Background: an optimization exercise with open tools, aiming at small area. Do not read the settings as production practice.
The RTL was checked by simulation tests, not by an equivalence proof against the original design.
No activity file was given, so power comes from the tool's default toggle rates.

==> flow/flow/run.sh <==
#!/bin/bash
# Layout flow: the standard synthesis, then the standard ORFS steps with
# a few changes:
# - ports are buffered with buf_2 cells instead of the default delay buffers;
# - after placement, flow/rebuffer.tcl replaces the buffers that placement's
#   repair put on internal nets by resized drivers (see that file);
# - clock tree synthesis uses clkbuf_4 cells in clusters of at most 8 sinks
#   and inserts no dummy loads.
# Each step's full output goes to a log file in this folder.
set -e
bash standard.sh synth > synth.log 2>&1
export BUFFER_PORTS_ARGS="-buffer_cell sky130_fd_sc_hd__buf_2"
bash standard.sh place > place.log 2>&1
R=orfs/results/sky130hd/regfile_sb/base
PLATFORM_DIR=$FLOW_HOME/platforms/sky130hd IN_ODB=$R/3_place.odb IN_SDC=$R/3_place.sdc \
  OUT_ODB=$R/3_place.odb RB_MARGIN=0.6 openroad -no_init -exit flow/rebuffer.tcl > rebuffer.log 2>&1
export CTS_ARGS="-sink_clustering_enable -repair_clock_nets -dont_use_dummy_load -buf_list sky130_fd_sc_hd__clkbuf_4 -sink_clustering_size 8 -sink_clustering_max_diameter 40"
bash standard.sh finish > finish.log 2>&1
==> flow/design.v <==
module regfile_sb_inv (input logic a, output logic y);
    assign y = !a;
endmodule
module regfile_sb_nand2 (input logic a, b, output logic y);
    assign y = !(a && b);
endmodule
module regfile_sb_o21a (input logic a, b, c, output logic y);
    assign y = (a || b) && c;
endmodule
module regfile_sb_nand3 (input logic a, b, c, output logic y);
    assign y = !(a && b && c);
endmodule
module regfile_sb_nand4 (input logic a, b, c, d, output logic y);
    assign y = !(a && b && c && d);
endmodule
module regfile_sb_and3 (input logic a, b, c, output logic y);
    assign y = a && b && c;
endmodule
module regfile_sb_or3 (input logic a, b, c, output logic y);
    assign y = a || b || c;
endmodule
module regfile_sb_hold (input logic en, enb, d, q, output logic nx);
    assign nx = (en && d) || (enb && q);
endmodule
module regfile_sb_aoi222 (input logic a1, a2, b1, b2, c1, c2, output logic y);
    assign y = !((a1 && a2) || (b1 && b2) || (c1 && c2));
endmodule
module regfile_sb_rdlast (input logic y8, y9, a, b, output logic y);
    assign y = !(y8 && y9 && !(a && b));
endmodule
module regfile_sb_mxlast (input logic y6, y7, a1, a2, b1, b2, output logic y);
    assign y = !(y6 && y7 && !((a1 && a2) || (b1 && b2)));
endmodule
module regfile_sb_rdbit (
    input  logic [30:0] s,
    input  logic [30:0] d,
    output logic        y
);
    logic [9:0] n;
    logic [2:0] g;
    for (genvar k = 0; k < 10; k++) begin : g_aoi
        regfile_sb_aoi222 u (
            .a1(s[3*k]),   .a2(d[3*k]),
            .b1(s[3*k+1]), .b2(d[3*k+1]),
            .c1(s[3*k+2]), .c2(d[3*k+2]),
            .y(n[k])
        );
    end
    regfile_sb_nand4 u_g0 (.a(n[0]), .b(n[1]), .c(n[2]), .d(n[3]), .y(g[0]));
    regfile_sb_nand4 u_g1 (.a(n[4]), .b(n[5]), .c(n[6]), .d(n[7]), .y(g[1]));
    regfile_sb_rdlast u_g2 (.y8(n[8]), .y9(n[9]), .a(s[30]), .b(d[30]), .y(g[2]));
    regfile_sb_or3 u_or (.a(g[0]), .b(g[1]), .c(g[2]), .y(y));
endmodule
module regfile_sb_mux8 (
    input  logic [7:0] s,
    input  logic [7:0] d,
    output logic       y
);
    logic [1:0] n;
    regfile_sb_aoi222 u_a (
        .a1(s[0]), .a2(d[0]), .b1(s[1]), .b2(d[1]), .c1(s[2]), .c2(d[2]), .y(n[0])
    );
    regfile_sb_aoi222 u_b (
        .a1(s[3]), .a2(d[3]), .b1(s[4]), .b2(d[4]), .c1(s[5]), .c2(d[5]), .y(n[1])
    );
    regfile_sb_mxlast u_c (
        .y6(n[0]), .y7(n[1]), .a1(s[6]), .a2(d[6]), .b1(s[7]), .b2(d[7]), .y(y)
    );
endmodule
module regfile_sb_pmux (
    input  logic [3:0]  h,
    input  logic [7:0]  l,
    input  logic [31:0] p,
    output logic        y
);
    logic [3:0] g;
    for (genvar k = 0; k < 4; k++) begin : g_grp
        regfile_sb_mux8 u (.s(l), .d(p[8*k +: 8]), .y(g[k]));
    end
    assign y = (h[0] && g[0]) || (h[1] && g[1]) || (h[2] && g[2]) || (h[3] && g[3]);
endmodule
module regfile_sb #(
    parameter int XLEN     = 32,
    parameter int NREGS    = 32,
    parameter bit ZERO_REG = 1'b1,
    parameter bit BYPASS   = 1'b1,
    localparam int AW      = $clog2(NREGS)
) (
    input  logic            clk,
    input  logic            rst_n,
    input  logic            we3,
    input  logic [AW-1:0]   wa3,
    input  logic [XLEN-1:0] wd3,
    input  logic [AW-1:0]   ra1,
    input  logic [AW-1:0]   ra2,
    output logic [XLEN-1:0] rd1,
    output logic [XLEN-1:0] rd2,
    input  logic            sb_set,
    input  logic [AW-1:0]   sb_addr,
    output logic            pend1,
    output logic            pend2,
    input  logic            clr_req,
    output logic            clr_busy,
    output logic            clr_done
);
    logic            busy;
    logic [AW-1:0]   cnt;
    logic [XLEN-1:0] regs    [1:NREGS-1];
    logic [XLEN-1:0] regs_nx [1:NREGS-1];
    logic [NREGS-1:1] valid, valid_nx, pend, pend_nx;
    logic [NREGS-1:1] en, enb, ssb, pt;
    logic [30:0] sel1, sel2;
    logic [31:0] pend_all;
    logic [30:0] col [XLEN];
    logic nbusy;
    logic [3:0] wa_h, sa_h, rh1, rh2;
    logic [7:0] wa_l, sa_l, rl1, rl2;
    always_ff @(posedge clk or negedge rst_n) begin
        if (!rst_n)
            busy <= 1'b0;
        else if (busy)
            busy <= cnt != AW'(NREGS - 1);
        else
            busy <= clr_req;
    end
    always_ff @(posedge clk) begin
        if (busy)
            cnt <= cnt + 1'b1;
        else
            cnt <= '0;
    end
    assign clr_busy = busy;
    assign clr_done = busy && cnt == AW'(NREGS - 1);
    assign nbusy = !busy;
    for (genvar h = 0; h < 4; h++) begin : g_hi
        assign wa_h[h] = we3 && wa3[4:3] == 2'(h);
        assign sa_h[h] = sb_set && !busy && !clr_req && sb_addr[4:3] == 2'(h);
        assign rh1[h]  = !busy && ra1[4:3] == 2'(h);
        assign rh2[h]  = !busy && ra2[4:3] == 2'(h);
    end
    for (genvar l = 0; l < 8; l++) begin : g_lo
        assign wa_l[l] = wa3[2:0] == 3'(l);
        assign sa_l[l] = sb_addr[2:0] == 3'(l);
        assign rl1[l]  = ra1[2:0] == 3'(l);
        assign rl2[l]  = ra2[2:0] == 3'(l);
    end
    for (genvar i = 1; i < NREGS; i++) begin : g_ent
        localparam int H = i / 8;
        localparam int L = i % 8;
        regfile_sb_nand2 u_enb (.a(wa_h[H]), .b(wa_l[L]), .y(enb[i]));
        regfile_sb_inv   u_en  (.a(enb[i]), .y(en[i]));
        for (genvar j = 0; j < XLEN; j++) begin : g_hold
            regfile_sb_hold u_hold (
                .en(en[i]), .enb(enb[i]), .d(wd3[j]), .q(regs[i][j]), .nx(regs_nx[i][j])
            );
        end
        regfile_sb_o21a u_vnx (.a(valid[i]), .b(en[i]), .c(nbusy), .y(valid_nx[i]));
        regfile_sb_nand2 u_ssb (.a(sa_h[H]), .b(sa_l[L]), .y(ssb[i]));
        regfile_sb_nand3 u_pt  (.a(pend[i]), .b(enb[i]), .c(nbusy), .y(pt[i]));
        regfile_sb_nand2 u_pnx (.a(ssb[i]), .b(pt[i]), .y(pend_nx[i]));
        always_ff @(posedge clk) begin
            regs[i] <= regs_nx[i];
        end
        always_ff @(posedge clk or negedge rst_n) begin
            if (!rst_n) begin
                valid[i] <= 1'b0;
                pend[i]  <= 1'b0;
            end else begin
                valid[i] <= valid_nx[i];
                pend[i]  <= pend_nx[i];
            end
        end
        regfile_sb_and3 u_s1 (.a(rh1[H]), .b(rl1[L]), .c(valid_nx[i]), .y(sel1[i-1]));
        regfile_sb_and3 u_s2 (.a(rh2[H]), .b(rl2[L]), .c(valid_nx[i]), .y(sel2[i-1]));
        assign pend_all[i] = pend[i];
    end
    assign pend_all[0] = 1'b0;
    for (genvar j = 0; j < XLEN; j++) begin : g_bit
        for (genvar i = 1; i < NREGS; i++) begin : g_col
            assign col[j][i-1] = regs_nx[i][j];
        end
        regfile_sb_rdbit u_rd1 (.s(sel1), .d(col[j]), .y(rd1[j]));
        regfile_sb_rdbit u_rd2 (.s(sel2), .d(col[j]), .y(rd2[j]));
    end
    regfile_sb_pmux u_p1 (.h(rh1), .l(rl1), .p(pend_all), .y(pend1));
    regfile_sb_pmux u_p2 (.h(rh2), .l(rl2), .p(pend_all), .y(pend2));
endmodule
==> flow/constraint.sdc <==
create_clock -name core_clock -period 8.0 [get_ports {clk}]
set_input_delay 1.6000 -clock core_clock [delete_from_list [all_inputs] [get_ports {clk}]]
set_output_delay 1.6000 -clock core_clock [all_outputs]
set_load 0.01 [all_outputs]
==> flow/standard.sh <==
#!/bin/bash
# synth_recipe.tcl (not shown) runs the flow's synth.tcl, then flattens the netlist and writes it again
# the make line also repeats each setting of config.mk as NAME=value (left out here)
make -C /OpenROAD-flow-scripts/flow DESIGN_CONFIG=/design/flow/config.mk WORK_HOME=/design/flow/orfs CLKGATE_MAP_FILE= SYNTH_SCRIPT=/design/flow/synth_recipe.tcl "${@:-finish}"
==> flow/config.mk <==
export PLATFORM = sky130hd
export DESIGN_NAME = regfile_sb
export DESIGN_NICKNAME = regfile_sb
export VERILOG_FILES = /design/flow/design.v
export SDC_FILE = /design/flow/constraint.sdc
export NUM_CORES = 8
export LEC_CHECK = 0
export CAP_MARGIN = 20
export CORE_MARGIN = 2
export CORE_UTILIZATION = 40
export CTS_BUF_LIST = sky130_fd_sc_hd__clkbuf_4
export CTS_CLUSTER_DIAMETER = 40
export CTS_CLUSTER_SIZE = 8
export SLEW_MARGIN = 20
export SYNTH_HIERARCHICAL = 1
export SYNTH_MINIMUM_KEEP_SIZE = 0
==> flow/flow/rebuffer.tcl <==
# After global and detailed placement: take out the buffers that placement's
# repair put on internal nets, buffer the ports again, and repair slew and
# capacitance by resizing drivers, with only the smallest buffers allowed.
# Then repair setup timing with a margin and legalize.
set pdir $::env(PLATFORM_DIR)
read_liberty $pdir/lib/sky130_fd_sc_hd__tt_025C_1v80.lib
read_db $::env(IN_ODB)
read_sdc $::env(IN_SDC)
source $pdir/setRC.tcl
set_dont_use {sky130_fd_sc_hd__probe_p_8 sky130_fd_sc_hd__probec_p_8 sky130_fd_sc_hd__lpflow_*}
estimate_parasitics -placement
proc core_area {} {
  set a 0.0
  foreach inst [[ord::get_db_block] getInsts] {
    set m [$inst getMaster]
    if {[$m getType] eq "CORE"} { set a [expr {$a + double([$m getWidth]) * [$m getHeight]}] }
  }
  return [expr {$a / 1e6}]
}
proc status {tag} {
  puts "$tag: area [core_area] slewv [sta::max_slew_violation_count] capv [sta::max_capacitance_violation_count] ws [worst_slack -max]"
}
status before
remove_buffers
buffer_ports -buffer_cell sky130_fd_sc_hd__buf_2
estimate_parasitics -placement
status unbuffered
set_dont_use {sky130_fd_sc_hd__buf_4 sky130_fd_sc_hd__buf_6 sky130_fd_sc_hd__buf_8 sky130_fd_sc_hd__buf_12 sky130_fd_sc_hd__buf_16 sky130_fd_sc_hd__clkbuf_* sky130_fd_sc_hd__dlygate* sky130_fd_sc_hd__dlymetal* sky130_fd_sc_hd__clkdlybuf* sky130_fd_sc_hd__bufbuf* sky130_fd_sc_hd__bufinv*}
repair_design -slew_margin 20 -cap_margin 20
estimate_parasitics -placement
status repaired
repair_timing -setup -setup_margin $::env(RB_MARGIN)
estimate_parasitics -placement
status timed
detailed_placement
check_placement
write_db $::env(OUT_ODB)
==> out/metrics.cfg, run 1 <==
[outcome]
status = no timing/DRC/antenna violations

[power_and_ir_drop]
power_leakage_nw = 18.8
power_w = 0.0110
ir_worst_vdd_uv = 176
power_density_nw_per_um2 = 248

[critical_path]
cp_cell_sequence = buf_2 > nor3_1 > nand2_2 > inv_2 > o21a_1 > and3_2 > a222oi_1 > nand4_1 > or3_1 > buf_2
max_stage_delay_ns = 0.96
crit_top_cell = buf_2
worst-r2r-setup-slack_ns = 5.47
path_delay_family = simple AND/OR/NAND/NOR gates
worstSetupStartpointType = input port
r2r_end = pend[17]
arrival_ns = 6.24
slowest_stage = and3_2
endpoint_kind = output port
reg2regPathDepth = 3
crit_fanout = 32
crit_buf_inv = 3
r2r-start = busy
cp_data_required_time_ns = 6.40
crit_type = input port to output port

[logic_synthesis]
netlist_instances = 3372
yosysWarnings = 12
netlist_area_um2 = 40400
ys_ff_latch = 1060
ys_seq_area_share_pct = 53.3
syn_avg_cell_area_um2 = 12.0
yosysUniqueCellTypes = 25

[route]
drtPass1Iterations = 14
wl_per_cell_um = 39.6
drtIter0Drc = 10200
routed_wl_um = 198000
ant_nets = 0
via_count = 40600
via_per_inst = 8.14
remaining_drc_errors = 0

[grt]
overflow = 0
antenna_found_initial = 16
grt_pass1_vias = 37700
grt_start_max_net_pins = 67
grt_pass1_wl_um = 276000
grtUsageTotal_pct = 36.3

[timing]
drv_slew = 0
setup_viol = 0
rsz0062_at_grt = false
max_freq_mhz = 128
slew_headroom_pct = 12.6
finalCritPeriodShare_pct = 98.0
worst_pin_slew_ns = 1.31
finalSetupTns_ns = 0
fin_crit_ns = 7.84
finClkSkew_ns = 0.0778
setup_slack_ns = 0.158
hold_viol_final = 0
whs_ns = 0.369

[finish]
drive_gt1_share_pct = 12.4
layout.nets = 3747
syn_to_final_growth_pct = 10.2
final-instance-count-excl-fill = 4993

[floorplan]
initial_core_util_pct = 40.3
core_um2 = 100000
dieArea_um2 = 104000
die_w_um = 322
die-height_um = 322
row_count = 116
pin_count = 125

[clocking]
worst_skew_pair.late_latency_ns = 1.09
cts.reportedPaths.clkPinSlew_ns = 0.10
cts.sinks = 1060
cts_root_buffer = clkbuf_4
cts_max_level = 4
cts_tree = yes
cts_setup_buffers = 0
ctsHoldBuffers = 0
cts_made_buffers = 163
clk_path_buf_depth = 3
cts_resized = 0

[placed_design]
place_congestion = 0.932
portBuffers = 124
dp_worst_setup_slack_ns = 1.13
dp_hpwl_um = 113000
dpl.cell_count = 4914

[min_path]
min-delay-path-class = input port to asynchronous set/reset pin

[run]
drv_cap = 0

-- synthesized netlist by cell type, drive strengths merged --
master	count	area share, %
nand3	104	1.3
a222oi	656	16
and3	70	1.1
inv	33	0.31
nand2b	2	0.031
nor3	6	0.074
o21a	31	0.58
nor2	11	0.10
buf	1	0.019
ha	2	0.062
nor3b	17	0.32
dfxtp	997	49
nand2	165	1.5
conb	1	0.0093
xnor2	1	0.022
nand4bb	1	0.028
a22o	992	22
mux2i	1	0.025
dfrtp	63	3.9
a22oi	12	0.22
nor4	2	0.031
and2	3	0.046
or3	64	0.99
and3b	9	0.20
nand4	128	2.0
-- per-module statistics from Yosys (local to each module, per instance), a selection --
module             flip-flops and latches  area (µm²)  cells inside
regfile_sb_nand2                        0        3.75             1
regfile_sb_rdlast                       0        8.76             2
regfile_sb_inv                          0        3.75             1
regfile_sb_nand4                        0        6.26             1
regfile_sb_o21a                         0        7.51             1
regfile_sb_or3                          0        6.26             1
regfile_sb_and3                         0        6.26             1
regfile_sb_pmux                         0        18.8             3
regfile_sb                           1060       22000          1134
regfile_sb_hold                         0        8.76             1
-- logic make-up after synthesis --
family	count (synthesis)	synth area share (%)
compound gates	1691	38.6
flops	1060	53.3
simple gates	582	7.70
buf+inv	34	0.325
fa+ha+maj	2	0.0619
other cells	1	0.00928
xor+xnor	1	0.0217
mux	1	0.0248
-- power by group --
part / total (W) / switching (W) / internal [W]
logic: 0.00174 / 0.00101 / 0.000724
clock network: 0.00278 / 0.00185 / 0.000932
registers: 0.00653 / 0.000264 / 0.00626
-- per-layer routing --
metal / vias up / track usage, % / part of all wire (%)
li1: 16100 / - / -
met1: 19700 / 47.8 / 37
met2: 3939 / 50.2 / 40
met3: 863 / 12.9 / 15
met4: 12 / 22.8 / 7.5
met5: - / 0.284 / 0.056
-- registers in the layout (all words and copies together), names as in the netlist --
| signal | count |
|---|---|
| cnt | 5 |
| pend | 31 |
| regs | 992 |
| valid | 31 |
| busy | 1 |
-- worst max-delay path by stage --
stage	start	end	slack, ns	cells past startpoint
detailed placement	wa3[2]	rd2[23]	1.13	9
global placement	wa3[2]	rd2[23]	1.04	9
global route	busy	rd1[24]	0.20	7
floorplan	wa3[4]	rd2[0]	1.67	8
CTS	busy	rd1[24]	0.56	7
finish	wa3[2]	rd1[9]	0.16	10
-- through the flow --
step                cell area, µm²  utilization, %
finish                       44500            44.5
global route                 44500            44.5
CTS                          44500            44.4
detailed placement           43700            43.7
global placement             43700            43.7
floorplan                    40400               -
-- cell usage in the layout, fill, tap and decap left out, drive strengths merged, types with 6 or more instances in the layout --
master,instances
o21a,31
dfrtp,63
nor3b,17
buf,151
nand4,128
nor3,6
inv,30
and3,70
nor2,11
nand2,165
a22oi,12
dfxtp,997
a222oi,656
or3,64
diode,9
a22o,992
and3b,9
clkbuf,163
nand3,104
-- area by class of cell --
cell class,count,area [µm²]
Fill cell,9417,55600
Sequential cell,1060,21500
Multi-Input combinational cell,2279,19200
Tap cell,1298,1620
Clock buffer,163,1220
Timing Repair Buffer,151,771
Inverter,33,163
Antenna cell,9,22.5
==> run 2, diff against run 1 <==
--- a/flow/flow/run.sh
+++ b/flow/flow/run.sh
@@ -5,5 +5,5 @@
 # - after placement, flow/rebuffer.tcl replaces the buffers that placement's
 #   repair put on internal nets by resized drivers (see that file);
-# - clock tree synthesis uses clkbuf_4 cells in clusters of at most 8 sinks
+# - clock tree synthesis uses clkbuf_8 cells in clusters of at most 16 sinks
 #   and inserts no dummy loads.
 # Each step's full output goes to a log file in this folder.
@@ -15,4 +15,4 @@
 PLATFORM_DIR=$FLOW_HOME/platforms/sky130hd IN_ODB=$R/3_place.odb IN_SDC=$R/3_place.sdc \
   OUT_ODB=$R/3_place.odb RB_MARGIN=0.6 openroad -no_init -exit flow/rebuffer.tcl > rebuffer.log 2>&1
-export CTS_ARGS="-sink_clustering_enable -repair_clock_nets -dont_use_dummy_load -buf_list sky130_fd_sc_hd__clkbuf_4 -sink_clustering_size 8 -sink_clustering_max_diameter 40"
+export CTS_ARGS="-sink_clustering_enable -repair_clock_nets -dont_use_dummy_load -buf_list sky130_fd_sc_hd__clkbuf_8 -sink_clustering_size 16 -sink_clustering_max_diameter 80"
 bash standard.sh finish > finish.log 2>&1
--- a/flow/config.mk
+++ b/flow/config.mk
@@ -9,7 +9,7 @@
 export CORE_MARGIN = 2
 export CORE_UTILIZATION = 40
-export CTS_BUF_LIST = sky130_fd_sc_hd__clkbuf_4
-export CTS_CLUSTER_DIAMETER = 40
-export CTS_CLUSTER_SIZE = 8
+export CTS_BUF_LIST = sky130_fd_sc_hd__clkbuf_8
+export CTS_CLUSTER_DIAMETER = 80
+export CTS_CLUSTER_SIZE = 16
 export SLEW_MARGIN = 20
 export SYNTH_HIERARCHICAL = 1
==> run 2 against run 1 <==
Now fails the layout checks on setup timing. Final area decreased by 0.43%. Via count fell by 1.1%. Worst setup slack got worse by 0.17 ns. Combinational power barely moved. Largest cell class unchanged. Routed wire length is 0.65% lower. Sequential power is essentially flat. Hold slack gained 0.093 ns. Largest power group unchanged. Cell count is 1.8% lower.
==> out/metrics.cfg, run 2 <==
[outcome]
status = complete, but fails checks
violatedChecks = setup timing

[grt]
grt_pass1_vias = 37100
antenna_found_initial = 12
grt_pass1_wl_um = 274000
grtUsageTotal_pct = 36.0
overflow = 0
grt_start_max_net_pins = 67

[critical_path]
path_delay_family = simple AND/OR/NAND/NOR gates
worstSetupStartpointType = input port
crit_type = input port to output port
endpoint_kind = output port
crit_top_cell = buf_2
cp-startpoint = wa3[0]
worst-r2r-setup-slack_ns = 5.51
cp_cell_sequence = buf_2 > and3b_1 > nand2_4 > clkinv_1 > o21a_1 > and3_2 > a222oi_1 > nand4_1 > or3_1 > buf_2
arrival_ns = 6.41
crit_fanout = 34
crit_buf_inv = 3
cp_data_required_time_ns = 6.40
max_stage_delay_ns = 1.08
slowest_stage = a222oi_1
r2r-start = busy

[route]
routed_wl_um = 196000
drtPass1Iterations = 13
remaining_drc_errors = 0
via_per_inst = 8.20
via_count = 40200
wl_per_cell_um = 40.0
ant_nets = 0
drtIter0Drc = 9862

[logic_synthesis]
netlist_instances = 3372
yosysTopAreaCell = dfxtp_1
netlist_area_um2 = 40400
synth_edf_count = 0
synth_top_family_by_area = compound AO/OA/AOI/OAI gates
synth.area.top_cells = dfxtp_1 (49%), a22o_1 (22%), a222oi_1 (16%)
synth_mux_area_share_pct = 0.0248
yosysWarnings = 12
synth_xor_xnor_area_share_pct = 0.0217
yosysUniqueCellTypes = 25
async_flop_share_pct = 5.94
ys_seq_area_share_pct = 53.3
synth-adder-area-share_pct = 0.0619
ys_ff_latch = 1060
yosysMostFrequentCell = dfxtp_1
synthSimpleGateAreaFrac_pct = 7.70
synth-compound-area-share_pct = 38.6
synth.top_cell.area_share_pct = 49.4
synth_ff_type = dfxtp_1
yosys-top-cells-count = dfxtp_1 (997), a22o_1 (992), a222oi_1 (656)
syn_avg_cell_area_um2 = 12.0

[placed_design]
portBuffers = 124
placed_cell_area_um2 = 43700
dpl.cell_count = 4914
place_congestion = 0.932
dp_hpwl_um = 113000

[clocking]
cts_made_buffers = 77
cts.sinks = 1060
cts_root_buffer = clkbuf_8
cts_tree = yes
cts_setup_buffers = 0
cts.reportedPaths.clkPinSlew_ns = 0.10
cts_max_level = 3
ctsHoldBuffers = 0
clk_path_buf_depth = 3
worst_skew_pair.late_latency_ns = 0.76
cts_resized = 0

[timing]
finClkSkew_ns = 0.0126
finalCritPeriodShare_pct = 100
max_freq_mhz = 125
slew_headroom_pct = 12.1
hold_viol_final = 0
finalSetupTns_ns = -0.0142
worst_pin_slew_ns = 1.32
setup_slack_ns = -0.0142
drv_slew = 0
whs_ns = 0.463
setup_viol = 1
fin_crit_ns = 8.01
rsz0062_at_grt = false

[power_and_ir_drop]
power_leakage_nw = 18.6
power_density_nw_per_um2 = 246
ir_worst_vdd_uv = 178

[finish]
syn_to_final_growth_pct = 9.75
n_fill_cell = 9358
final_util_pct = 44.3
final-instance-count-excl-fill = 4901
final_common_cell = dfxtp_1
final_cell_mix = dfxtp_1 (997), a22o_1 (992), a222oi_1 (656)
design_area_um2 = 44300
top_register = regs
layout.nets = 3660
top_regs = regs x992, pend x31, valid x31
drive_gt1_share_pct = 10.3
largest_register_ffs = 992

[floorplan]
dieArea_um2 = 104000
die_w_um = 322
core_um2 = 100000
row_count = 116
initial_core_util_pct = 40.3
die-height_um = 322
pin_count = 125

[min_path]
min-delay-path-class = register to register
hold_path_startpoint = cnt[0]

[run]
drv_cap = 0

-- run 2: layout make-up --
| class | instances | area (µm²) | area share [%] |
|---|---|---|---|
| Sequential cell | 1060 | 21500 | 48.6 |
| Multi-Input combinational cell | 2279 | 19200 | 43.3 |
| Tap cell | 1298 | 1620 | 3.66 |
| Clock buffer | 77 | 1060 | 2.39 |
| Timing Repair Buffer | 150 | 751 | 1.69 |
| Inverter | 33 | 163 | 0.367 |
| Antenna cell | 4 | 10.0 | 0.0226 |
-- run 2: metrics by stage --
stage,setup slack (ns),power [W]
after global placement,1.04,0.00825
final,-0.0142,0.0109
after floorplan,1.67,0.00779
after CTS,0.590,0.0108
after global routing,0.0915,0.0113
after detailed placement,1.13,0.00829
-- run 2: kinds of logic after synthesis --
family,after synthesis
multiplexers,1
other,1
flip-flops,1060
XOR/XNOR,1
AO/OA/AOI/OAI,1691
buffers and inverters,34
AND/OR/NAND/NOR,582
adder cells (fa/ha/maj),2
-- run 2: worst paths after layout --
kind | to | cells past startpoint
setup / recovery | rd1[24] | 10
hold / removal | cnt[0] | 1
setup reg to reg | pend[18] | 3
hold reg to reg | cnt[0] | 1
max in group asynchronous | pend[27] | 3
min in group asynchronous | pend[14] | 1
-- run 2: report_power, final --
| part | switching, W | leakage, nW | internal (W) | total (W) |
|---|---|---|---|---|
| clock network | 0.00177 | 0.554 | 0.000867 | 0.00263 |
| logic | 0.00101 | 8.87 | 0.000724 | 0.00173 |
| registers | 0.000265 | 9.17 | 0.00626 | 0.00653 |
-- run 2: modules after synthesis, one instance, submodules excluded, excerpt --
module             times used  flip-flops and latches  area [µm²]
regfile_sb_or3             64                       0        6.26
regfile_sb_rdlast          64                       0        8.76
regfile_sb_inv             31                       0        3.75
regfile_sb_hold           992                       0        8.76
regfile_sb_o21a            31                       0        7.51
regfile_sb_nand3           31                       0        5.00
regfile_sb_nand2           93                       0        3.75
regfile_sb_nand4          128                       0        6.26
regfile_sb_and3            62                       0        6.26
regfile_sb                  1                    1060       22000
regfile_sb_mxlast           8                       0        12.5
regfile_sb_aoi222         656                       0        10.0
regfile_sb_pmux             2                       0        18.8
-- run 2: worst register-to-register path, cell delays in order (launching register included) --
cell      delay (ns)
dfrtp_1         0.80
clkinv_2        1.03
nand3_1         0.45
nand2_1         0.08
-- run 2: metal layers --
metal	share of wire [%]	vias to the layer above	track usage, %
li1	-	15800	-
met1	37	19700	47.3
met2	40	3827	50.2
met3	15	818	12.5
met4	7.5	12	22.2
met5	0.077	-	0.662
==> run 3, diff against run 2 <==
--- a/flow/design.v
+++ b/flow/design.v
@@ -1,10 +1,10 @@
-module regfile_sb_inv (input logic a, output logic y);
-    assign y = !a;
-endmodule
 module regfile_sb_nand2 (input logic a, b, output logic y);
     assign y = !(a && b);
 endmodule
-module regfile_sb_o21a (input logic a, b, c, output logic y);
-    assign y = (a || b) && c;
+module regfile_sb_and2 (input logic a, b, output logic y);
+    assign y = a && b;
+endmodule
+module regfile_sb_a32o (input logic a1, a2, a3, b1, b2, output logic y);
+    assign y = (a1 && a2 && a3) || (b1 && b2);
 endmodule
 module regfile_sb_nand3 (input logic a, b, c, output logic y);
@@ -149,5 +149,5 @@
         localparam int L = i % 8;
         regfile_sb_nand2 u_enb (.a(wa_h[H]), .b(wa_l[L]), .y(enb[i]));
-        regfile_sb_inv   u_en  (.a(enb[i]), .y(en[i]));
+        regfile_sb_and2  u_en  (.a(wa_h[H]), .b(wa_l[L]), .y(en[i]));
         for (genvar j = 0; j < XLEN; j++) begin : g_hold
             regfile_sb_hold u_hold (
@@ -155,5 +155,8 @@
             );
         end
-        regfile_sb_o21a u_vnx (.a(valid[i]), .b(en[i]), .c(nbusy), .y(valid_nx[i]));
+        regfile_sb_a32o u_vnx (
+            .a1(wa_h[H]), .a2(wa_l[L]), .a3(nbusy), .b1(valid[i]), .b2(nbusy),
+            .y(valid_nx[i])
+        );
         regfile_sb_nand2 u_ssb (.a(sa_h[H]), .b(sa_l[L]), .y(ssb[i]));
         regfile_sb_nand3 u_pt  (.a(pend[i]), .b(enb[i]), .c(nbusy), .y(pt[i]));
--- a/flow/flow/run.sh
+++ b/flow/flow/run.sh
@@ -14,5 +14,5 @@
 R=orfs/results/sky130hd/regfile_sb/base
 PLATFORM_DIR=$FLOW_HOME/platforms/sky130hd IN_ODB=$R/3_place.odb IN_SDC=$R/3_place.sdc \
-  OUT_ODB=$R/3_place.odb RB_MARGIN=0.6 openroad -no_init -exit flow/rebuffer.tcl > rebuffer.log 2>&1
+  OUT_ODB=$R/3_place.odb RB_MARGIN=1.0 openroad -no_init -exit flow/rebuffer.tcl > rebuffer.log 2>&1
 export CTS_ARGS="-sink_clustering_enable -repair_clock_nets -dont_use_dummy_load -buf_list sky130_fd_sc_hd__clkbuf_8 -sink_clustering_size 16 -sink_clustering_max_diameter 80"
 bash standard.sh finish > finish.log 2>&1
--- a/flow/flow/rebuffer.tcl
+++ b/flow/flow/rebuffer.tcl
@@ -8,4 +8,9 @@
 read_sdc $::env(IN_SDC)
 source $pdir/setRC.tcl
+# Routed nets come out with more capacitance than placement estimates; size
+# for a scaled-up wire capacitance.
+if {[info exists ::env(RB_CAP_SCALE)]} {
+  set_wire_rc -signal -resistance 8.929e-04 -capacitance [expr {1.72375e-04 * $::env(RB_CAP_SCALE)}]
+}
 set_dont_use {sky130_fd_sc_hd__probe_p_8 sky130_fd_sc_hd__probec_p_8 sky130_fd_sc_hd__lpflow_*}
 estimate_parasitics -placement
==> run 3 against run 2 <==
Cell count grew 0.82%. Critical path type unchanged. Non-clock buffer count decreased by 21. Area after synthesis up 0.38%. Critical endpoint is now rd2[30]. First-iteration DRC count up 9.2%. Now clean on timing, DRC and antenna. Worst setup slack gained 0.78 ns. Die area is 0.38% higher.
==> out/metrics.cfg, run 3 <==
[outcome]
status = no timing/DRC/antenna violations

[clocking]
cts_setup_buffers = 0
cts_tree = yes
cts_root_buffer = clkbuf_8
ctsHoldBuffers = 0
cts_resized = 0
cts_max_level = 3
cts_made_buffers = 76
clk_path_buf_depth = 3
cts.reportedPaths.clkPinSlew_ns = 0.09
cts.sinks = 1060
worst_skew_pair.late_latency_ns = 0.73

[finish]
final_common_cell = dfxtp_1
drive_gt1_share_pct = 9.73
syn_to_final_growth_pct = 9.60
n_fill_cell = 9290
final_cell_mix = dfxtp_1 (997), a22o_1 (992), a222oi_1 (656)
final_util_pct = 44.3
final-instance-count-excl-fill = 4941
top_register = regs
top_regs = regs x992, pend x31, valid x31
layout.nets = 3639
largest_register_ffs = 992

[power_and_ir_drop]
power_w = 0.0109
power_leakage_nw = 18.4
internal-power_w = 0.00784
clkPwrFrac_pct = 24.1
p_switching_w = 0.00302
sw_frac_of_total_pct = 27.8
ir_worst_vdd_uv = 133
p_seq_share_pct = 60.1
power_frac_comb_pct = 15.8
power_density_nw_per_um2 = 244

[floorplan]
row_count = 116
die-height_um = 322
core_um2 = 100000
pin_count = 125
dieArea_um2 = 104000
die_w_um = 322
initial_core_util_pct = 40.4

[critical_path]
crit_top_cell = buf_2
endpoint_kind = output port
worstSetupStartpointType = input port
path_delay_family = simple AND/OR/NAND/NOR gates
max_stage_delay_ns = 0.90
crit_fanout = 33
cp_cell_sequence = buf_2 > nor3b_4 > nand2_4 > a22o_1 > a222oi_1 > nand4_1 > or3_1 > buf_2
arrival_ns = 5.64
cp_data_required_time_ns = 6.40
crit_buf_inv = 2
slowest_stage = nor3b_4
crit_type = input port to output port

[logic_synthesis]
synth.area.top_cells = dfxtp_1 (49%), a22o_1 (21%), a222oi_1 (16%)
yosysUniqueCellTypes = 25
synth_xor_xnor_area_share_pct = 0.0216
ys_seq_area_share_pct = 53.1
yosysTopAreaCell = dfxtp_1
synth_edf_count = 0
synth.top_cell.area_share_pct = 49.2
syn_avg_cell_area_um2 = 12.0
synthSimpleGateAreaFrac_pct = 8.15
ys_ff_latch = 1060
yosysMostFrequentCell = dfxtp_1
synth_mux_area_share_pct = 0.0247
async_flop_share_pct = 5.94
synth_ff_type = dfxtp_1
synth-compound-area-share_pct = 38.6
synth-adder-area-share_pct = 0.0617
yosysWarnings = 12
netlist_area_um2 = 40600
yosys-top-cells-count = dfxtp_1 (997), a22o_1 (992), a222oi_1 (656)
synth_top_family_by_area = compound AO/OA/AOI/OAI gates
netlist_instances = 3372

[route]
ant_nets = 0
via_count = 40000
drtIter0Drc = 10800
wl_per_cell_um = 39.6
drtPass1Iterations = 14
routed_wl_um = 196000
via_per_inst = 8.09
remaining_drc_errors = 0

[timing]
drv_slew = 0
slew_headroom_pct = 9.76
hold_viol_final = 0
finalSetupTns_ns = 0
fin_crit_ns = 7.24
setup_viol = 0
worst_pin_slew_ns = 1.35
whs_ns = 0.470
finClkSkew_ns = 0.0151
finalCritPeriodShare_pct = 90.5
rsz0062_at_grt = false
max_freq_mhz = 138

[min_path]
min-delay-path-class = register to register

[placed_design]
dp_hpwl_um = 113000
place_congestion = 0.901
dpl.cell_count = 4962
portBuffers = 124

[grt]
grt_pass1_wl_um = 272000
grtUsageTotal_pct = 35.7
grt_pass1_vias = 37300
overflow = 0
grt_start_max_net_pins = 56
antenna_found_initial = 9

[run]
drv_cap = 0

[run 3: final timing paths]
path / from / endpoint / slack (ns) / cells past startpoint
worst max-delay path: wa3[3] / rd2[30] / 0.76 / 8
worst min-delay path: cnt[0] / cnt[0] / 0.47 / 1
worst max register to register: busy / valid[16] / 5.63 / 3
worst min register to register: cnt[0] / cnt[0] / 0.47 / 1
max in group asynchronous: rst_n / valid[20] / 5.68 / 3
min in group asynchronous: rst_n / pend[12] / 0.79 / 1
[run 3: routing by layer]
layer | part of all wire, % | GRT usage (%)
met1 | 39 | 48.9
met2 | 39 | 48.1
met3 | 16 | 12.3
met4 | 6.7 | 21.0
met5 | 0.0066 | 0.0926
[run 3: stage by stage]
stage               setup WS [ns]  cell area [µm²]
floorplan                    1.74            40600
global placement             1.27            44000
detailed placement           1.30            44000
CTS                          1.02            44400
global route                0.836            44400
finish                      0.764            44500
[run 3: area by class of cell]
type / instances / area, µm² / share of cell area [%]
well taps: 1357 / 1700 / 3.82
clock buffers: 76 / 1050 / 2.35
diodes: 6 / 15.0 / 0.0338
inverters: 2 / 10.0 / 0.0225
repair buffers: 129 / 661 / 1.49
multi-input cells: 2311 / 19500 / 43.8
flip-flops and latches: 1060 / 21500 / 48.4
[run 3: Yosys stat by module, one instance, submodules excluded, excerpt]
module | times used | cells inside
regfile_sb | 1 | 1134
regfile_sb_a32o | 31 | 1
regfile_sb_and2 | 31 | 1
regfile_sb_and3 | 62 | 1
regfile_sb_aoi222 | 656 | 1
regfile_sb_hold | 992 | 1
regfile_sb_mxlast | 8 | 2
regfile_sb_nand2 | 93 | 1
regfile_sb_nand3 | 31 | 1
regfile_sb_nand4 | 128 | 1
regfile_sb_or3 | 64 | 1
regfile_sb_pmux | 2 | 3
regfile_sb_rdlast | 64 | 2
[run 3: logic make-up after synthesis]
family,Yosys count
other,1
and+or+nand+nor,613
buffers and inverters,3
DFF,1060
AOI/OAI and AO/OA,1691
adders and majority gates,2
xor gates and xnor gates,1
muxes,1
[run 3: power groups by stage]
stage	clock network, W	registers (W)	logic [W]
finish	0.00262	0.00653	0.00172
global route	0.00279	0.00661	0.00183
floorplan	0	0.00657	0.00123
detailed placement	0	0.00663	0.00164
global placement	0	0.00662	0.00160
CTS	0.00261	0.00651	0.00165
[run 3: worst reg2reg max path, stage by stage (launching register included)]
cell     delay (ns)
dfrtp_1        0.61
inv_4          0.42
buf_2          0.87
a32o_1         0.40
==> run 4, diff against run 3 <==
--- a/flow/design.v
+++ b/flow/design.v
@@ -7,7 +7,4 @@
 module regfile_sb_a32o (input logic a1, a2, a3, b1, b2, output logic y);
     assign y = (a1 && a2 && a3) || (b1 && b2);
-endmodule
-module regfile_sb_nand3 (input logic a, b, c, output logic y);
-    assign y = !(a && b && c);
 endmodule
 module regfile_sb_nand4 (input logic a, b, c, d, output logic y);
@@ -109,5 +106,5 @@
     logic [XLEN-1:0] regs_nx [1:NREGS-1];
     logic [NREGS-1:1] valid, valid_nx, pend, pend_nx;
-    logic [NREGS-1:1] en, enb, ssb, pt;
+    logic [NREGS-1:1] en, enb;
     logic [30:0] sel1, sel2;
     logic [31:0] pend_all;
@@ -159,7 +156,8 @@
             .y(valid_nx[i])
         );
-        regfile_sb_nand2 u_ssb (.a(sa_h[H]), .b(sa_l[L]), .y(ssb[i]));
-        regfile_sb_nand3 u_pt  (.a(pend[i]), .b(enb[i]), .c(nbusy), .y(pt[i]));
-        regfile_sb_nand2 u_pnx (.a(ssb[i]), .b(pt[i]), .y(pend_nx[i]));
+        regfile_sb_a32o u_pnx (
+            .a1(pend[i]), .a2(enb[i]), .a3(nbusy), .b1(sa_h[H]), .b2(sa_l[L]),
+            .y(pend_nx[i])
+        );
         always_ff @(posedge clk) begin
             regs[i] <= regs_nx[i];
--- a/flow/flow/run.sh
+++ b/flow/flow/run.sh
@@ -4,5 +4,6 @@
 # - ports are buffered with buf_2 cells instead of the default delay buffers;
 # - after placement, flow/rebuffer.tcl replaces the buffers that placement's
-#   repair put on internal nets by resized drivers (see that file);
+#   repair put on internal nets by resized drivers, buffers the outputs with
+#   buf_1 cells, and repairs setup timing with a margin (see that file);
 # - clock tree synthesis uses clkbuf_8 cells in clusters of at most 16 sinks
 #   and inserts no dummy loads.
@@ -14,5 +15,6 @@
 R=orfs/results/sky130hd/regfile_sb/base
 PLATFORM_DIR=$FLOW_HOME/platforms/sky130hd IN_ODB=$R/3_place.odb IN_SDC=$R/3_place.sdc \
-  OUT_ODB=$R/3_place.odb RB_MARGIN=1.0 openroad -no_init -exit flow/rebuffer.tcl > rebuffer.log 2>&1
+  OUT_ODB=$R/3_place.odb RB_MARGIN=0.9 RB_OUT_BUF=sky130_fd_sc_hd__buf_1 \
+  openroad -no_init -exit flow/rebuffer.tcl > rebuffer.log 2>&1
 export CTS_ARGS="-sink_clustering_enable -repair_clock_nets -dont_use_dummy_load -buf_list sky130_fd_sc_hd__clkbuf_8 -sink_clustering_size 16 -sink_clustering_max_diameter 80"
 bash standard.sh finish > finish.log 2>&1
--- a/flow/flow/rebuffer.tcl
+++ b/flow/flow/rebuffer.tcl
@@ -28,5 +28,10 @@
 status before
 remove_buffers
-buffer_ports -buffer_cell sky130_fd_sc_hd__buf_2
+if {[info exists ::env(RB_OUT_BUF)]} {
+  buffer_ports -inputs -buffer_cell sky130_fd_sc_hd__buf_2
+  buffer_ports -outputs -buffer_cell $::env(RB_OUT_BUF)
+} else {
+  buffer_ports -buffer_cell sky130_fd_sc_hd__buf_2
+}
 estimate_parasitics -placement
 status unbuffered
==> run 4 against run 3 <==
Still clean. Combinational power hardly changed. Cell count shrank 2.4%. Non-clock buffer count grew 6.
==> out/metrics.cfg, run 4 <==
[finish]
final-instance-count-excl-fill = 4824
n_fill_cell = 9340
final_cell_mix = dfxtp_1 (997), a22o_1 (992), a222oi_1 (656)
layout.nets = 3583
final_common_cell = dfxtp_1
largest_register_ffs = 992
top_regs = regs x992, pend x31, valid x31
drive_gt1_share_pct = 8.29
top_register = regs
syn_to_final_growth_pct = 9.23

[logic_synthesis]
yosysWarnings = 12
netlist_instances = 3310
ys_ff_latch = 1060
netlist_area_um2 = 40500
yosysMostFrequentCell = dfxtp_1
yosysTopAreaCell = dfxtp_1
yosysUniqueCellTypes = 25
synth_ff_type = dfxtp_1
async_flop_share_pct = 5.94
ys_seq_area_share_pct = 53.2
yosys-top-cells-count = dfxtp_1 (997), a22o_1 (992), a222oi_1 (656)
synth.area.top_cells = dfxtp_1 (49%), a22o_1 (21%), a222oi_1 (16%)
syn_avg_cell_area_um2 = 12.2
synth.top_cell.area_share_pct = 49.3
synth_edf_count = 0

[route]
via_count = 39500
drtPass1Iterations = 13
routed_wl_um = 193000
wl_per_cell_um = 40.0
via_per_inst = 8.18
remaining_drc_errors = 0
ant_nets = 0
drtIter0Drc = 9296

[clocking]
ctsHoldBuffers = 0
cts_root_buffer = clkbuf_8
cts_setup_buffers = 0
clk_path_buf_depth = 3
cts.reportedPaths.clkPinSlew_ns = 0.08
cts.sinks = 1060
cts_tree = yes
cts_made_buffers = 77
cts_max_level = 3
worst_skew_pair.late_latency_ns = 0.75
cts_resized = 0

[grt]
grt_start_max_net_pins = 52
overflow = 0
grt_pass1_vias = 36800
antenna_found_initial = 6
grtUsageTotal_pct = 35.4
grt_pass1_wl_um = 269000

[floorplan]
core_um2 = 100000
die_w_um = 322
dieArea_um2 = 104000
initial_core_util_pct = 40.4
die-height_um = 322
pin_count = 125
row_count = 116

[critical_path]
r2r-start = busy
reg2regPathDepth = 3
cp_data_required_time_ns = 6.40
worst-r2r-setup-slack_ns = 5.67
arrival_ns = 5.54
crit_type = input port to output port
worstSetupStartpointType = input port
crit_fanout = 33
r2r_end = valid[6]
endpoint_kind = output port

[timing]
max_freq_mhz = 140
finalSetupTns_ns = 0
rsz0062_at_grt = false
finClkSkew_ns = 0.0560
setup_viol = 0
setup_slack_ns = 0.863
hold_viol_final = 0
drv_slew = 0
worst_pin_slew_ns = 1.37
fin_crit_ns = 7.14
slew_headroom_pct = 8.57
finalCritPeriodShare_pct = 89.2

[power_and_ir_drop]
ir_worst_vdd_uv = 131
power_leakage_nw = 17.8
power_density_nw_per_um2 = 246

[min_path]
min-delay-path-class = register to register
hold_path_startpoint = cnt[0]
whs_endpoint = cnt[0]
hold_depth = 1

[placed_design]
portBuffers = 124
dp_worst_setup_slack_ns = 1.34
place_congestion = 0.900
dpl.cell_count = 4814
dp_hpwl_um = 108000

[run]
drv_cap = 0

[outcome]
status = no timing/DRC/antenna violations

run 4: layout make-up:
type / instances / area [µm²] / share of cell area [%]
Multi-Input combinational cell: 2248 / 19400 / 43.8
Antenna cell: 4 / 10.0 / 0.0226
Sequential cell: 1060 / 21500 / 48.7
Tap cell: 1298 / 1620 / 3.67
Timing Repair Buffer: 135 / 626 / 1.41
Inverter: 2 / 10.0 / 0.0226
Clock buffer: 77 / 1060 / 2.40
run 4: worst max-delay path by stage:
stage                     cells past startpoint  startpoint  endpoint
after floorplan                               6      wa3[4]    rd1[0]
after global placement                       10      wa3[4]   rd1[31]
after global routing                          9      wa3[1]   rd2[13]
final                                         8      wa3[1]   rd2[25]
after CTS                                     8      wa3[0]   rd1[19]
after detailed placement                      8      wa3[3]   rd1[25]
run 4: modules after synthesis, one instance, submodules excluded, excerpt:
| module | times used | cell area, µm² | cells |
|---|---|---|---|
| regfile_sb | 1 | 22000 | 1134 |
| regfile_sb_pmux | 2 | 18.8 | 3 |
| regfile_sb_mxlast | 8 | 12.5 | 2 |
| regfile_sb_a32o | 62 | 10.0 | 1 |
| regfile_sb_aoi222 | 656 | 10.0 | 1 |
| regfile_sb_hold | 992 | 8.76 | 1 |
| regfile_sb_rdlast | 64 | 8.76 | 2 |
| regfile_sb_and2 | 31 | 6.26 | 1 |
| regfile_sb_and3 | 62 | 6.26 | 1 |
| regfile_sb_nand4 | 128 | 6.26 | 1 |
| regfile_sb_or3 | 64 | 6.26 | 1 |
| regfile_sb_nand2 | 31 | 3.75 | 1 |
run 4: per-stage QoR:
step	total power [W]	hold slack, ns	area, µm²	util (%)
after floorplan	0.00779	0.418	40500	-
after global placement	0.00821	0.435	43600	43.5
after detailed placement	0.00826	0.447	43600	43.5
after CTS	0.0108	0.463	44100	44.0
after global routing	0.0112	0.494	44200	44.2
final	0.0109	0.464	44200	44.2
run 4: critical path: stages:
cell and delay, ns:
buf_2 0.21, nor3b_4 0.85, nand2_2 0.93, a22o_1 0.52, a222oi_1 0.42, nand4_1 0.30, or3_1 0.52, buf_1 0.16
run 4: kinds of logic after synthesis:
group | Yosys count | synth area share (%)
flops | 1060 | 53.2
fa+ha+maj | 2 | 0.0618
other cells | 1 | 0.00926
buf+inv | 3 | 0.0371
compound gates | 1722 | 39.4
mux | 1 | 0.0247
xor+xnor | 1 | 0.0216
simple gates | 520 | 7.21
run 4: routing by layer:
| layer | global-route usage [%] | wire [µm] | vias up |
|---|---|---|---|
| met5 | 1.90 | 283 | - |
| met4 | 20.5 | 12600 | 7 |
| met3 | 14.2 | 31700 | 681 |
| met2 | 47.2 | 74500 | 3694 |
| met1 | 47.6 | 73800 | 19300 |
| li1 | - | - | 15800 |
run 4: where the power goes:
group / internal (W) / leakage (nW) / switching [W]
Sequential: 0.00626 / 9.17 / 0.000265
Combinational: 0.000724 / 8.07 / 0.000980
Clock: 0.000868 / 0.554 / 0.00176
==> run 5, diff against run 4 <==
--- a/flow/flow/run.sh
+++ b/flow/flow/run.sh
@@ -15,5 +15,5 @@
 R=orfs/results/sky130hd/regfile_sb/base
 PLATFORM_DIR=$FLOW_HOME/platforms/sky130hd IN_ODB=$R/3_place.odb IN_SDC=$R/3_place.sdc \
-  OUT_ODB=$R/3_place.odb RB_MARGIN=0.9 RB_OUT_BUF=sky130_fd_sc_hd__buf_1 \
+  OUT_ODB=$R/3_place.odb RB_MARGIN=0.6 RB_OUT_BUF=sky130_fd_sc_hd__buf_1 \
   openroad -no_init -exit flow/rebuffer.tcl > rebuffer.log 2>&1
 export CTS_ARGS="-sink_clustering_enable -repair_clock_nets -dont_use_dummy_load -buf_list sky130_fd_sc_hd__clkbuf_8 -sink_clustering_size 16 -sink_clustering_max_diameter 80"
--- a/flow/flow/rebuffer.tcl
+++ b/flow/flow/rebuffer.tcl
@@ -29,5 +29,5 @@
 remove_buffers
 if {[info exists ::env(RB_OUT_BUF)]} {
-  buffer_ports -inputs -buffer_cell sky130_fd_sc_hd__buf_2
+  buffer_ports -inputs -buffer_cell [expr {[info exists ::env(RB_IN_BUF)] ? $::env(RB_IN_BUF) : "sky130_fd_sc_hd__buf_2"}]
   buffer_ports -outputs -buffer_cell $::env(RB_OUT_BUF)
 } else {
==> run 5 against run 4 <==
Core utilization hardly changed. Sequential power about the same. Register-to-register slack barely moved. Highest routed layer unchanged. Via count is essentially flat. Clock power hardly changed. Largest cell class unchanged.
==> out/metrics.cfg, run 5 <==
[critical_path]
worstSetupStartpointType = input port
crit_path_end = rd2[25]
path_delay_family = simple AND/OR/NAND/NOR gates
crit_buf_inv = 2
reg2regPathDepth = 3
crit_type = input port to output port
slowest_stage = nand2_2
max_stage_delay_ns = 1.00
endpoint_kind = output port
crit_fanout = 33
worst-r2r-setup-slack_ns = 5.66
r2r-start = busy
cp_cell_sequence = buf_2 > nor3b_4 > nand2_2 > a22o_1 > a222oi_1 > nand4_1 > or3_1 > buf_1
r2r_end = valid[6]
cp_data_required_time_ns = 6.40
cp-startpoint = wa3[1]
worstSetupPathDepth = 8
arrival_ns = 5.70

[timing]
drv_slew = 0
finalCritPeriodShare_pct = 91.2
worst_pin_slew_ns = 1.32
finClkSkew_ns = 0.0560
max_freq_mhz = 137
hold_viol_final = 0
slew_headroom_pct = 12.0
setup_slack_ns = 0.700
fin_crit_ns = 7.30
finalSetupTns_ns = 0
rsz0062_at_grt = false
setup_viol = 0

[logic_synthesis]
netlist_instances = 3310
synth.area.top_cells = dfxtp_1 (49%), a22o_1 (21%), a222oi_1 (16%)
yosys-top-cells-count = dfxtp_1 (997), a22o_1 (992), a222oi_1 (656)
synth_ff_type = dfxtp_1
synthSimpleGateAreaFrac_pct = 7.21
synth_top_family_by_area = compound AO/OA/AOI/OAI gates
async_flop_share_pct = 5.94
ys_seq_area_share_pct = 53.2
yosysMostFrequentCell = dfxtp_1
synth_xor_xnor_area_share_pct = 0.0216
yosysUniqueCellTypes = 25
syn_avg_cell_area_um2 = 12.2
synth_mux_area_share_pct = 0.0247
ys_ff_latch = 1060
synth.top_cell.area_share_pct = 49.3
netlist_area_um2 = 40500
yosysTopAreaCell = dfxtp_1
yosysWarnings = 12
synth_edf_count = 0
synth-adder-area-share_pct = 0.0618
synth-compound-area-share_pct = 39.4

[finish]
final_cell_mix = dfxtp_1 (997), a22o_1 (992), a222oi_1 (656)
drive_gt1_share_pct = 8.31
largest_register_ffs = 992
top_regs = regs x992, pend x31, valid x31
final_common_cell = dfxtp_1
syn_to_final_growth_pct = 9.29
layout.nets = 3585
top_register = regs

[floorplan]
pin_count = 125
dieArea_um2 = 104000
die_w_um = 322
die-height_um = 322
initial_core_util_pct = 40.4
core_um2 = 100000
row_count = 116

[placed_design]
portBuffers = 124
dp_worst_setup_slack_ns = 1.34
dp_hpwl_um = 108000
place_congestion = 0.900

[power_and_ir_drop]
internal-power_w = 0.00785
ir_worst_vdd_uv = 130
p_seq_share_pct = 60.1
sw_frac_of_total_pct = 27.7
power_frac_comb_pct = 15.7
clkPwrFrac_pct = 24.2
power_leakage_nw = 17.8
power_density_nw_per_um2 = 245
p_switching_w = 0.00301

[route]
ant_nets = 0
via_per_inst = 8.17
wl_per_cell_um = 40.0
routed_wl_um = 193000
via_count = 39400
remaining_drc_errors = 0
drtPass1Iterations = 13
drtIter0Drc = 9330

[clocking]
cts_resized = 0
worst_skew_pair.late_latency_ns = 0.77
ctsHoldBuffers = 0
cts_made_buffers = 77
cts_root_buffer = clkbuf_8
cts_setup_buffers = 0
cts_tree = yes
cts.reportedPaths.clkPinSlew_ns = 0.08
cts_max_level = 3
cts.sinks = 1060
clk_path_buf_depth = 3

[grt]
grt_pass1_vias = 36800
antenna_found_initial = 7
grt_start_max_net_pins = 52
grtUsageTotal_pct = 35.4
grt_pass1_wl_um = 269000
overflow = 0

[min_path]
min-delay-path-class = register to register

[run]
drv_cap = 0

[outcome]
status = no timing/DRC/antenna violations

## run 5: cell counts after synthesis
Identical to the previous run, type by type.
## run 5: layout make-up
class	count	area, µm²
repair buffers	137	671
clock buffers	77	1060
multi-input cells	2248	19300
diodes	6	15.0
flip-flops and latches	1060	21500
inverters	2	10.0
fillers	9334	55900
well taps	1298	1620
## run 5: metrics by stage
stage / instances / hold slack [ns] / utilization [%] / total power (W) / cell area, µm²
after floorplan: 3311 / 0.418 / - / 0.00779 / 40500
after global placement: 4814 / 0.435 / 43.5 / 0.00821 / 43600
after detailed placement: 4814 / 0.447 / 43.5 / 0.00826 / 43600
after CTS: 4817 / 0.463 / 44.0 / 0.0108 / 44000
after global routing: 4826 / 0.494 / 44.2 / 0.0112 / 44200
final: 4828 / 0.461 / 44.2 / 0.0109 / 44200
## run 5: modules after synthesis (local to each module, per instance), excerpt
module             cell area [µm²]  cells inside  copies in the design
regfile_sb_pmux               18.8             3                     2
regfile_sb_rdlast             8.76             2                    64
regfile_sb_hold               8.76             1                   992
regfile_sb_and2               6.26             1                    31
regfile_sb_nand4              6.26             1                   128
regfile_sb_and3               6.26             1                    62
regfile_sb_nand2              3.75             1                    31
## run 5: kinds of logic (layout without fill, tap and decap cells)
family	after synthesis	after routing
simple gates	520	520
other cells	1	8
xor+xnor	1	1
fa+ha+maj	2	2
mux	1	1
flops	1060	1060
compound gates	1722	1722
buf+inv	3	216
## run 5: how the worst min path moves through the flow
stage                      start  endpoint  slack, ns  cells after the start
after floorplan           cnt[0]    cnt[0]       0.42                      1
after global placement    cnt[0]    cnt[0]       0.43                      1
after detailed placement  cnt[0]    cnt[0]       0.45                      1
after CTS                 cnt[0]    cnt[0]       0.46                      1
after global routing      cnt[0]    cnt[0]       0.49                      1
final                     cnt[0]    cnt[0]       0.46                      1
## run 5: per-layer routing
metal	track usage (%)	vias up	wire length, µm
li1	-	15800	-
met1	47.5	19200	74700
met2	47.4	3718	75100
met3	14.2	681	30600
met4	20.3	7	12200
met5	1.81	-	264
## run 5: power by group through the flow
stage          logic (W)  clock network (W)  registers [W]
3_5_place_dp     0.00163                  0        0.00663
4_1_cts          0.00164            0.00263        0.00651
5_1_grt          0.00183            0.00280        0.00661
2_1_floorplan    0.00123                  0        0.00657
6_report         0.00171            0.00263        0.00653
3_3_place_gp     0.00160                  0        0.00661
==> run 6, diff against run 5 <==
==> flow/flow/run.sh (replaced) <==
#!/bin/bash
# Layout flow: the standard synthesis, then the standard ORFS steps with
# a few changes:
# - ports are buffered with buf_2 cells instead of the default delay buffers;
# - after placement, flow/rebuffer.tcl replaces the buffers that placement's
#   repair put on internal nets by resized drivers, buffers the outputs with
#   buf_1 cells, and repairs setup timing with a margin (see that file);
# - clock tree synthesis uses clkbuf_8 cells in clusters of at most 17 sinks
#   and inserts no dummy loads.
# Each step's full output goes to a log file in this folder.
set -e
bash standard.sh synth > synth.log 2>&1
export BUFFER_PORTS_ARGS="-buffer_cell sky130_fd_sc_hd__buf_2"
bash standard.sh place > place.log 2>&1
R=orfs/results/sky130hd/regfile_sb/base
PLATFORM_DIR=$FLOW_HOME/platforms/sky130hd IN_ODB=$R/3_place.odb IN_SDC=$R/3_place.sdc \
  OUT_ODB=$R/3_place.odb RB_MARGIN=0.9 RB_OUT_BUF=sky130_fd_sc_hd__buf_1 \
  openroad -no_init -exit flow/rebuffer.tcl > rebuffer.log 2>&1
export CTS_ARGS="-sink_clustering_enable -repair_clock_nets -dont_use_dummy_load -buf_list sky130_fd_sc_hd__clkbuf_8 -sink_clustering_size 17 -sink_clustering_max_diameter 80"
bash standard.sh finish > finish.log 2>&1
--- a/flow/flow/rebuffer.tcl
+++ b/flow/flow/rebuffer.tcl
@@ -29,5 +29,5 @@
 remove_buffers
 if {[info exists ::env(RB_OUT_BUF)]} {
-  buffer_ports -inputs -buffer_cell [expr {[info exists ::env(RB_IN_BUF)] ? $::env(RB_IN_BUF) : "sky130_fd_sc_hd__buf_2"}]
+  buffer_ports -inputs -buffer_cell sky130_fd_sc_hd__buf_2
   buffer_ports -outputs -buffer_cell $::env(RB_OUT_BUF)
 } else {
--- a/flow/config.mk
+++ b/flow/config.mk
@@ -11,5 +11,5 @@
 export CTS_BUF_LIST = sky130_fd_sc_hd__clkbuf_8
 export CTS_CLUSTER_DIAMETER = 80
-export CTS_CLUSTER_SIZE = 16
+export CTS_CLUSTER_SIZE = 17
 export SLEW_MARGIN = 20
 export SYNTH_HIERARCHICAL = 1
==> run 6 against run 5 <==
Die area unchanged. Largest power group unchanged. Critical path depth unchanged. Sequential share of layout area about the same. Clock skew increased by 0.0019 ns. Still clean. Non-clock buffer count decreased by 1. Hold slack about the same. Via count increased by 0.27%.
==> out/metrics.cfg, run 6 <==
[outcome]
status = no timing/DRC/antenna violations

[clocking]
cts_resized = 0
ctsHoldBuffers = 0
cts_tree = yes
cts_setup_buffers = 0
cts.sinks = 1060
cts_made_buffers = 73
clk_path_buf_depth = 3
worst_skew_pair.late_latency_ns = 0.76
cts_max_level = 3
cts.reportedPaths.clkPinSlew_ns = 0.08
cts_root_buffer = clkbuf_8

[logic_synthesis]
synth_edf_count = 0
yosysWarnings = 12
ys_seq_area_share_pct = 53.2
synth.top_cell.area_share_pct = 49.3
netlist_instances = 3310
yosys-top-cells-count = dfxtp_1 (997), a22o_1 (992), a222oi_1 (656)
syn_avg_cell_area_um2 = 12.2
yosysUniqueCellTypes = 25
yosysTopAreaCell = dfxtp_1
ys_ff_latch = 1060
synth.area.top_cells = dfxtp_1 (49%), a22o_1 (21%), a222oi_1 (16%)
yosysMostFrequentCell = dfxtp_1
synth_ff_type = dfxtp_1
netlist_area_um2 = 40500
async_flop_share_pct = 5.94

[critical_path]
endpoint_kind = output port
worstSetupStartpointType = input port
cp-startpoint = wa3[1]
crit_fanout = 33
crit_type = input port to output port
r2r-start = busy
arrival_ns = 5.69
cp_data_required_time_ns = 6.40

[grt]
overflow = 0
grt_pass1_vias = 36900
grt_pass1_wl_um = 269000
antenna_found_initial = 9
grt_start_max_net_pins = 52
grtUsageTotal_pct = 35.4

[power_and_ir_drop]
power_leakage_nw = 17.8
ir_worst_vdd_uv = 118
power_density_nw_per_um2 = 245

[floorplan]
dieArea_um2 = 104000
die_w_um = 322
initial_core_util_pct = 40.4
row_count = 116
die-height_um = 322
pin_count = 125
core_um2 = 100000

[finish]
layout.nets = 3580
final_common_cell = dfxtp_1
top_regs = regs x992, pend x31, valid x31
final_cell_mix = dfxtp_1 (997), a22o_1 (992), a222oi_1 (656)
syn_to_final_growth_pct = 9.18
top_register = regs
largest_register_ffs = 992
drive_gt1_share_pct = 8.21
final-instance-count-excl-fill = 4825
design_area_um2 = 44200

[route]
ant_nets = 0
via_per_inst = 8.19
remaining_drc_errors = 0
wl_per_cell_um = 40.1
routed_wl_um = 193000
via_count = 39500
drtPass1Iterations = 12
drtIter0Drc = 9677

[timing]
slew_headroom_pct = 9.95
worst_pin_slew_ns = 1.35
finalCritPeriodShare_pct = 91.2
whs_ns = 0.461
hold_viol_final = 0
finClkSkew_ns = 0.0578
rsz0062_at_grt = false
drv_slew = 0
fin_crit_ns = 7.29
max_freq_mhz = 137
finalSetupTns_ns = 0
setup_viol = 0

[placed_design]
dpl.cell_count = 4814
portBuffers = 124
dp_hpwl_um = 108000
placed_cell_area_um2 = 43600
place_congestion = 0.900

[run]
drv_cap = 0

[min_path]
min-delay-path-class = register to register
hold_path_startpoint = cnt[0]

run 6: layer usage:
metal  up-vias  share of wire, %  GRT usage, %
met1     19300                39          47.5
met3       714                16          14.5
met4         9               6.9          21.1
met2      3740                38          46.7
met5         -              0.20          2.55
li1      15800                 -             -
run 6: path summary, 6_finish.rpt:
| check | end | slack [ns] | cells past startpoint |
|---|---|---|---|
| max | rd2[25] | 0.71 | 8 |
| min | cnt[0] | 0.46 | 1 |
| max reg2reg | valid[6] | 5.68 | 3 |
| min reg2reg | cnt[0] | 0.46 | 1 |
| max in group asynchronous | valid[15] | 5.75 | 3 |
| min in group asynchronous | pend[9] | 0.65 | 1 |
run 6: layout make-up:
type,instances,area [µm²]
diodes,8,20.0
clock buffers,73,1000
fillers,9322,55900
inverters,2,10.0
multi-input cells,2248,19400
flip-flops and latches,1060,21500
well taps,1298,1620
repair buffers,136,646
run 6: Yosys stat by module (local to each module, per instance), a selection:
module,times used,flip-flops and latches
regfile_sb_mxlast,8,0
regfile_sb_aoi222,656,0
regfile_sb_a32o,62,0
regfile_sb_and3,62,0
regfile_sb_or3,64,0
regfile_sb_hold,992,0
regfile_sb_nand2,31,0
regfile_sb_pmux,2,0
regfile_sb,1,1060
regfile_sb_nand4,128,0
regfile_sb_rdlast,64,0
regfile_sb_and2,31,0
run 6: metrics by stage:
step                      total power, W  util (%)  setup WS [ns]
after global placement           0.00821      43.5           1.46
after detailed placement         0.00826      43.5           1.34
after floorplan                  0.00779         -           1.74
after global routing              0.0112      44.1          0.912
final                             0.0108      44.1          0.706
after CTS                         0.0107      44.0          0.977
run 6: kinds of logic after synthesis:
logic type | synth area share (%)
mux | 0.0247
fa+ha+maj | 0.0618
compound gates | 39.4
xor+xnor | 0.0216
buf+inv | 0.0371
flops | 53.2
simple gates | 7.21
other cells | 0.00926
run 6: critical path, cell delays in order:
cell	delay (ns)
buf_2	0.21
nor3b_4	0.94
nand2_2	0.97
a22o_1	0.52
a222oi_1	0.41
nand4_1	0.30
or3_1	0.53
buf_1	0.16
run 6: where the power goes:
group | leakage (nW) | internal, W | switching [W] | total, W
Sequential | 9.17 | 0.00626 | 0.000265 | 0.00653
Combinational | 8.08 | 0.000724 | 0.000982 | 0.00171
Clock | 0.525 | 0.000826 | 0.00176 | 0.00258

## static timing again, ports no longer ideal
How much do the figures lean on ideal ports? The routed layouts below were timed once more, with nothing changed but the port constraints. Step 1, drivers: a clkbuf_16 drives clk and a buf_2 each remaining input, both assumed. Step 2, shift: input delay + t, output delay - t, t = (earliest + latest rising clock arrival at the registers) / 2. This alone moves slack from input paths to output paths. a / b / c = ideal ports / drivers / drivers and shift; a / b = the first two.
run | t, ns | slack for setup (ns) | worst setup path after step 2
run 1 | 1.103 | 0.158 / 0.135 / 0.135 | input to output
run 2 | 0.797 | -0.014 / -0.037 / -0.037 | input to output
run 3 | 0.798 | 0.764 / 0.744 / 0.744 | input to output
run 4 | 0.797 | 0.863 / 0.840 / 0.840 | input to output
run 5 | 0.809 | 0.700 / 0.677 / 0.677 | input to output
run 6 | 0.807 | 0.706 / 0.683 / 0.683 | input to output
